This is an optimization exercise on Yosys and OpenROAD, whose aim is small area, a short achievable clock period and few clock cycles per item, not a production implementation. The RTL was checked by simulation tests, not by an equivalence proof against the original design.

build 84:
==> flow/design.v (excerpt) <==
module aesDecryptTop (
    input  logic       clock,
    input  logic       arstN,
    input  logic       keyWrite,
    input  logic [7:0] keyAddress,
    input  logic [7:0] keyByte,
    input  logic       inValid,
    input  logic [7:0] inByte,
    output logic       outValid,
    output logic [7:0] outByte,
    output logic       busy
);
==> flow/config.mk <==
export PLATFORM = sky130hd
export DESIGN_NAME = aesDecryptTop
export DESIGN_NICKNAME = aesDecryptTop
export VERILOG_FILES = /design/flow/design.v
export SDC_FILE = /design/flow/constraint.sdc
export NUM_CORES = 4
export LEC_CHECK = 0
export CAP_MARGIN = 20
export CORE_MARGIN = 2
export CORE_UTILIZATION = 50
export CTS_CLUSTER_DIAMETER = 100
export CTS_CLUSTER_SIZE = 20
export PLACE_DENSITY = 0.65
export SLEW_MARGIN = 20
==> flow/constraint.sdc <==
create_clock -name core_clock -period 8.0 [get_ports {clock}]
set_input_delay 1.6000 -clock core_clock [delete_from_list [all_inputs] [get_ports {clock}]]
set_output_delay 1.6000 -clock core_clock [all_outputs]
set_load 0.01 [all_outputs]
standard.sh (not shown) runs the stock make flow with config.mk's settings and CLKGATE_MAP_FILE= SYNTH_SCRIPT=/design/flow/synth_recipe.tcl, a recipe that flattens the netlist after the stock synthesis.
==> flow/flow/run.sh <==
#!/bin/bash
set -euo pipefail
bash standard.sh ADDER_MAP_FILE= SETUP_SLACK_MARGIN=5.25 finish > standard_flow.log 2>&1
Testbench counts of build 84, summed over its fixed seeds: cycles 4,472, blocks 256.
## Diff of input files: build 11 against build 84
- a change of PLACE_DENSITY from 0.65 to 0.7
- a change of CORE_UTILIZATION from 50 to 55
- an added SETUP_SLACK_MARGIN of 5
==> flow/flow/run.sh <==
#!/bin/bash
# The standard layout, with Yosys's adder extraction turned off: the s-box and column-mix
# logic is all XOR/AND, and pre-mapped half-adder cells would cut ABC's delay optimisation.
set -euo pipefail
bash standard.sh ADDER_MAP_FILE= finish > standard_flow.log 2>&1
Notes after the runs:
Build 84 ended up with outValid as its termination of the worst setup path; build 11 ended up with outByte[0].
Number of global-route vias before repair is higher on build 11
Build 11 and build 84 ended up with roughly the same minimum hold slack.
Build 11 ended with less total length of routed met2 wires than build 84.
Of the two candidates, build 84 has the better headroom to the max-slew limit and build 11 the worse one.
> inputs changed (build 11 -> build 32)
- CTS_CLUSTER_SIZE now 25, was 20
- CORE_UTILIZATION now 50, was 55
- PLACE_DENSITY now 0.65, was 0.7
## What came out
Going from build 11 to build 32, netlist area before placement ~0 delta; met3 layer wire length in the routed design -about 16%; fraction of synthesized area in multiplexers ~0 delta. Compared with build 11, build 32 has extra setup slack. When build 32 is set beside build 11, its final net count turns out to be about 0.4% smaller. Between build 32 and build 11, utilization is lower for build 32, build 11 comes in above that.
The following lists how build 62 was set up differently from build 32:
- a change of CTS_CLUSTER_SIZE from 25 to 20
## What came out
Cell count essentially unchanged between build 32 and build 62. Looking at remaining max-slew budget at the tightest pin, build 62 sits below build 32.

* * *

aesDecryptTop, a different RTL version from the one above (not shown whole).
Size in the first run: roughly 38 I/O pins, ~0.097 sq mm of cells after synthesis.
clock: 8.0 ns
lec_check: 0
cap_margin: 20
core_margin: 2
core_utilization: 40
cts_cluster_diameter: 100
cts_cluster_size: 20
slew_margin: 20
==> flow/flow/run.sh <==
#!/bin/bash
set -euo pipefail
bash standard.sh ADDER_MAP_FILE= SETUP_SLACK_MARGIN=5.25 finish > standard_flow.log 2>&1
Testbench counts at the start, summed over its fixed seeds: cycles 4,472, blocks 256.
==> next run, changes <==
==> flow/flow/run.sh (replaced) <==
#!/bin/bash
# The standard layout, with Yosys's adder extraction turned off: the s-box and column-mix
# logic is all XOR/AND, and pre-mapped half-adder cells would cut ABC's delay optimisation.
set -euo pipefail
bash standard.sh ADDER_MAP_FILE= finish > standard_flow.log 2>&1
- SETUP_SLACK_MARGIN: unset -> 5
- worst setup slack is better by 0.035 ns
- cell area drops by 0.39%
- register-to-register slack is worse by 0.08 ns
- cell count stays flat
- non-clock buffer count drops by 9
- sequential cell count does not change
- routed wire length climbs by 0.51%
- die area is unchanged
- global-route usage climbs by 0.14 points
- fmax climbs by 1.2%

## port drivers added, routing unchanged
Ports are ideal in the flow. The routed layouts listed here were re-timed in OpenROAD.
Step 1, drivers: a clkbuf_16 drives clock and a buf_2 each remaining input, both assumed.
Step 2 adds t to the input delays and takes it off the output delays; t is the mean of the earliest and latest rising clock arrival at the registers after step 1. Input paths then give back, and output paths get back, about the clock's delay inside the block.
Slacks: ideal ports / drivers / drivers and shift; pairs: ideal ports / drivers.
run	shift t [ns]	setup WS [ns]	hold slack, ns	worst setup path at the end	worst slew at a driven data input, ns
build 84	0.897	5.044 / 4.952 / 4.521	0.378 / 0.378 / 0.378	input to register	0.06
build 11	0.894	5.046 / 4.958 / 4.310	0.379 / 0.379 / 0.379	input to register	0.05
build 32	0.861	5.050 / 4.963 / 4.335	0.386 / 0.386 / 0.386	input to register	0.07
build 62	0.887	5.054 / 4.964 / 4.345	0.386 / 0.386 / 0.386	input to register	0.07
the first run of note 2	0.894	4.962 / 4.865 / 4.407	0.377 / 0.377 / 0.377	input to register	0.14
the second run of note 2	0.891	4.997 / 4.906 / 4.129	0.388 / 0.388 / 0.388	input to register	0.16
After both steps every run listed still meets setup and hold. The setup slack of the second run of note 2, which loses most, moves by -0.091 ns with the drivers and by -0.868 ns with both steps.
